What follows belongs to an exercise in optimizing a design on an open flow for small area and a short achievable clock period; a production flow would make more cautious choices. Function was checked by simulation only, so behaviour that the tests miss may differ from the original. No activity file was given, so power comes from the tool's default toggle rates. The flow treats the clock pin as an ideal source, which a real chip does not have.

==> flow/design.v <==
package led_scan_pkg;
  localparam int unsigned NUM_ROWS = 16;
  localparam int unsigned ROW_BITS = 4;
  localparam int unsigned ROW_MSB  = 35;
  localparam int unsigned ROW_LSB  = 32;
  localparam int unsigned GRN_MSB  = 31;
  localparam int unsigned RED_MSB  = 15;
  typedef logic [15:0][15:0] pixel_frame_t;
  typedef enum logic {
    SEEK,
    CAPTURE
  } capture_state_t;
  function automatic logic [15:0] reverse16(input logic [15:0] v);
    logic [15:0] r;
    r = '0;
    for (int unsigned i = 0; i < 16; i++) begin
      r[i] = v[15-i];
    end
    reverse16 = r;
  endfunction
endpackage
module led_row_stabiliser
#(
  parameter int unsigned STABLE_CYCLES = 4
) (
  input  logic       clk_i,
  input  logic       rst_i,
  input  logic [3:0] row_i,
  output logic [3:0] row_o,
  output logic       row_q_o,
  output logic       row_q_n_o,
  output logic [3:0] row_d_o,
  output logic       row_q_d_o
);
  localparam int unsigned CW = (STABLE_CYCLES > 2) ? $clog2(STABLE_CYCLES) : 1;
  logic [3:0]    row_q;
  logic [3:0]    last_q;
  logic          last_vld_q;
  logic [CW-1:0] cnt_q;
  logic          qual_q;
  logic          qual_n_q;
  logic [3:0]    row_d;
  logic [3:0]    last_d;
  logic          last_vld_d;
  logic [CW-1:0] cnt_d;
  logic          qual_d;
  always_comb begin
    if (rst_i) begin
      row_d      = '0;
      last_d     = '0;
      last_vld_d = 1'b0;
      cnt_d      = '0;
    end else begin
      row_d      = row_i;
      last_d     = qual_q ? row_q : last_q;
      last_vld_d = last_vld_q || qual_q;
      if (row_i != row_q) begin
        cnt_d = '0;
      end else if (cnt_q < CW'(STABLE_CYCLES - 1)) begin
        cnt_d = cnt_q + CW'(1);
      end else begin
        cnt_d = cnt_q;
      end
    end
    qual_d = (cnt_d == CW'(STABLE_CYCLES - 1)) && (!last_vld_d || (row_d != last_d));
  end
  always_ff @(posedge clk_i) begin
    row_q      <= row_d;
    last_q     <= last_d;
    last_vld_q <= last_vld_d;
    cnt_q      <= cnt_d;
    qual_q     <= qual_d;
    qual_n_q   <= !qual_d;
  end
  assign row_o     = row_q;
  assign row_q_o   = qual_q;
  assign row_q_n_o = qual_n_q;
  assign row_d_o   = row_d;
  assign row_q_d_o = qual_d;
endmodule
module led_scan_capture
#(
  parameter int unsigned STABLE_CYCLES  = 4,
  parameter int unsigned TIMEOUT_CYCLES = 1048576
) (
  input  logic         Clock,
  input  logic         RST,
  input  logic [35:0]  GPIO_1,
  output logic [15:0][15:0] RedPixels,
  output logic [15:0][15:0] GrnPixels,
  output logic         frame_valid,
  output logic         frame_error,
  output logic         stalled,
  output logic [15:0]  frame_count
);
  localparam int unsigned IW = (TIMEOUT_CYCLES > 2) ? $clog2(TIMEOUT_CYCLES) : 1;
  logic [31:0] col_q;
  always_ff @(posedge Clock) col_q <= GPIO_1[31:0];
  logic [3:0] row;       
  logic       row_q;     
  logic       row_q_n;   
  logic [3:0] row_d;
  logic       row_q_d;
  led_row_stabiliser #(
    .STABLE_CYCLES(STABLE_CYCLES)
  ) u_stab (
    .clk_i    (Clock),
    .rst_i    (RST),
    .row_i    (GPIO_1[35:32]),
    .row_o    (row),
    .row_q_o  (row_q),
    .row_q_n_o(row_q_n),
    .row_d_o  (row_d),
    .row_q_d_o(row_q_d)
  );
  logic [15:0] red_rev;
  logic [15:0] grn_rev;
  always_comb begin
    for (int i = 0; i < 16; i++) begin
      red_rev[i] = col_q[15 - i];
      grn_rev[i] = col_q[31 - i];
    end
  end
  logic       state_q;       
  logic [3:0] exp_row_q;
  logic       state_d;
  logic [3:0] exp_row_d;
  logic       error_d;
  logic       row0;
  assign row0 = (row == 4'd0);
  always_comb begin
    state_d   = state_q;
    exp_row_d = exp_row_q;
    error_d   = 1'b0;
    if (RST) begin
      state_d   = 1'b0;
      exp_row_d = '0;
    end else if (row_q) begin
      if (!state_q) begin
        if (row0) begin
          state_d   = 1'b1;
          exp_row_d = 4'd1;
        end
      end else if (row0) begin
        error_d   = (exp_row_q != 4'd0);
        exp_row_d = 4'd1;
      end else if (row == exp_row_q) begin
        exp_row_d = exp_row_q + 4'd1;
      end else begin
        error_d = 1'b1;
        state_d = 1'b0;
      end
    end
  end
  logic commit_d;
  logic commit_q;
  logic keep_q;
  if (STABLE_CYCLES >= 2) begin : g_commit
    assign commit_d = row_q_d && (row_d == 4'd0) && state_q && (exp_row_q == 4'd0);
  end else begin : g_commit
    assign commit_d = row_q_d && (row_d == 4'd0) && state_d && (exp_row_d == 4'd0);
  end
  always_ff @(posedge Clock) begin
    state_q   <= state_d;
    exp_row_q <= exp_row_d;
    commit_q  <= commit_d;
    keep_q    <= !commit_d;
  end
  always_ff @(posedge Clock) begin
    if (RST) begin
      frame_valid <= 1'b0;
      frame_error <= 1'b0;
      frame_count <= '0;
    end else begin
      frame_valid <= commit_q;
      frame_error <= error_d;
      if (commit_q) frame_count <= frame_count + 16'd1;
    end
  end
  logic [15:0][15:0] red_sh_q;
  logic [15:0][15:0] grn_sh_q;
  logic [15:0] sh_wr;
  logic [15:0] sh_keep;
  always_comb begin
    for (int r = 0; r < 16; r++) begin
      sh_wr[r]   = row_q && (row == 4'(r));
      sh_keep[r] = row_q_n || (row != 4'(r));
    end
  end
  always_ff @(posedge Clock) begin
    for (int r = 0; r < 16; r++) begin
      red_sh_q[r] <= (red_rev & {16{sh_wr[r]}}) | (red_sh_q[r] & {16{sh_keep[r]}});
      grn_sh_q[r] <= (grn_rev & {16{sh_wr[r]}}) | (grn_sh_q[r] & {16{sh_keep[r]}});
    end
  end
  logic ld;
  logic hold;
  assign ld   = commit_q && !RST;
  assign hold = keep_q && !RST;
  always_ff @(posedge Clock) begin
    RedPixels <= (red_sh_q & {256{ld}}) | (RedPixels & {256{hold}});
    GrnPixels <= (grn_sh_q & {256{ld}}) | (GrnPixels & {256{hold}});
  end
  if (TIMEOUT_CYCLES == 1048576) begin : g_idle
    logic [19:0] idle_q;
    logic        low_zero;
    assign low_zero = (idle_q[18:0] == 19'd0);
    always_ff @(posedge Clock) begin
      if (RST || row_q) begin
        idle_q  <= '0;
        stalled <= 1'b0;
      end else begin
        idle_q  <= {idle_q[18:0], idle_q[19] ^ idle_q[16] ^ low_zero};
        stalled <= stalled || (idle_q[19] && low_zero);
      end
    end
  end else begin : g_idle
    logic [IW-1:0] idle_q;
    always_ff @(posedge Clock) begin
      if (RST || row_q) begin
        idle_q  <= '0;
        stalled <= 1'b0;
      end else begin
        idle_q  <= idle_q + IW'(1);
        stalled <= stalled || (idle_q == IW'(TIMEOUT_CYCLES - 1));
      end
    end
  end
endmodule
export LEC_CHECK = 0
export CAP_MARGIN = 20
export CORE_MARGIN = 2
export CORE_UTILIZATION = 55
export SETUP_SLACK_MARGIN = 3.68
export SLEW_MARGIN = 20
create_clock -name core_clock -period 6.0 [get_ports {Clock}]
standard.sh (not shown) runs the stock make flow with config.mk's settings and CLKGATE_MAP_FILE= SYNTH_SCRIPT=/design/flow/synth_recipe.tcl, a recipe that flattens the netlist after the stock synthesis.
==> flow/flow/run.sh <==
#!/bin/bash
# Own layout flow: the standard ORFS flow, with plain buffers on the
# ports, no dummy loads in the clock tree and a fanout limit for the
# placement-stage buffering. Make's output goes to flow_make.log here;
# ORFS's per-step logs stay under orfs/logs/.
set -euo pipefail
bash standard.sh finish \
  BUFFER_PORTS_ARGS="-buffer_cell sky130_fd_sc_hd__buf_2" \
  PRE_RESIZE_TCL="$PWD/flow/pre_resize.tcl" \
  CTS_ARGS="-sink_clustering_enable -repair_clock_nets -dont_use_dummy_load -sink_clustering_size 30 -sink_clustering_max_diameter 100" \
  > flow_make.log 2>&1
==> flow/flow/pre_resize.tcl <==
set_max_fanout 16 [current_design]
set_dont_use {sky130_fd_sc_hd__dlygate* sky130_fd_sc_hd__dlymetal* sky130_fd_sc_hd__clkdlybuf*}
Rerun with:
CORE_UTILIZATION = 62   (was 55)
SETUP_SLACK_MARGIN = 3.6   (was 3.68)
Result: The new run went through all stages and came out clean; global-route usage came out higher by 3.1 points; worst hold slack loses 0.035 ns; total power shrinks by 0.38%; worst setup slack is worse by 0.036 ns; final cell count shrinks by 5.8%; core utilization came out higher by 1.5 points; sequential power barely changes.
Rerun with:
CORE_UTILIZATION = 55   (was 62)
What happened:
- synthesized area stays the same
- first-iteration DRC count drops by 21%
- sequential cell count does not change
- routed wire length came out higher by 0.92%
- sequential power hardly moves
- critical path depth is unchanged
- clock skew barely changes

static timing again, ports no longer ideal:
No port has a modelled driver above. Below, the same layouts with a new extraction and two added sets of constraints. Step 1: set_driving_cell puts a clkbuf_16 on Clock and a buf_2 on each other input, an assumption about the parent block. Step 2 adds t to the input delays and takes it off the output delays; t is the mean of the earliest and latest rising clock arrival at the registers after step 1. Input paths then give back, and output paths get back, about the clock's delay inside the block. a / b / c = ideal / step 1 / step 2; a / b = the first two.
run | t (ns) | setup WS [ns] | worst hold slack (ns) | latest minus earliest clock arrival (ns)
the first run | 0.649 | 3.663 / 3.599 / 3.089 | 0.443 / 0.443 / 0.443 | 0.090 / 0.090
the second run | 0.641 | 3.626 / 3.563 / 3.048 | 0.409 / 0.409 / 0.409 | 0.083 / 0.083
the third run | 0.648 | 3.615 / 3.551 / 3.013 | 0.440 / 0.440 / 0.440 | 0.091 / 0.090
After both steps every run listed still meets setup and hold. The setup slack of the third run, which loses most, moves by -0.064 ns with the drivers and by -0.602 ns with both steps.
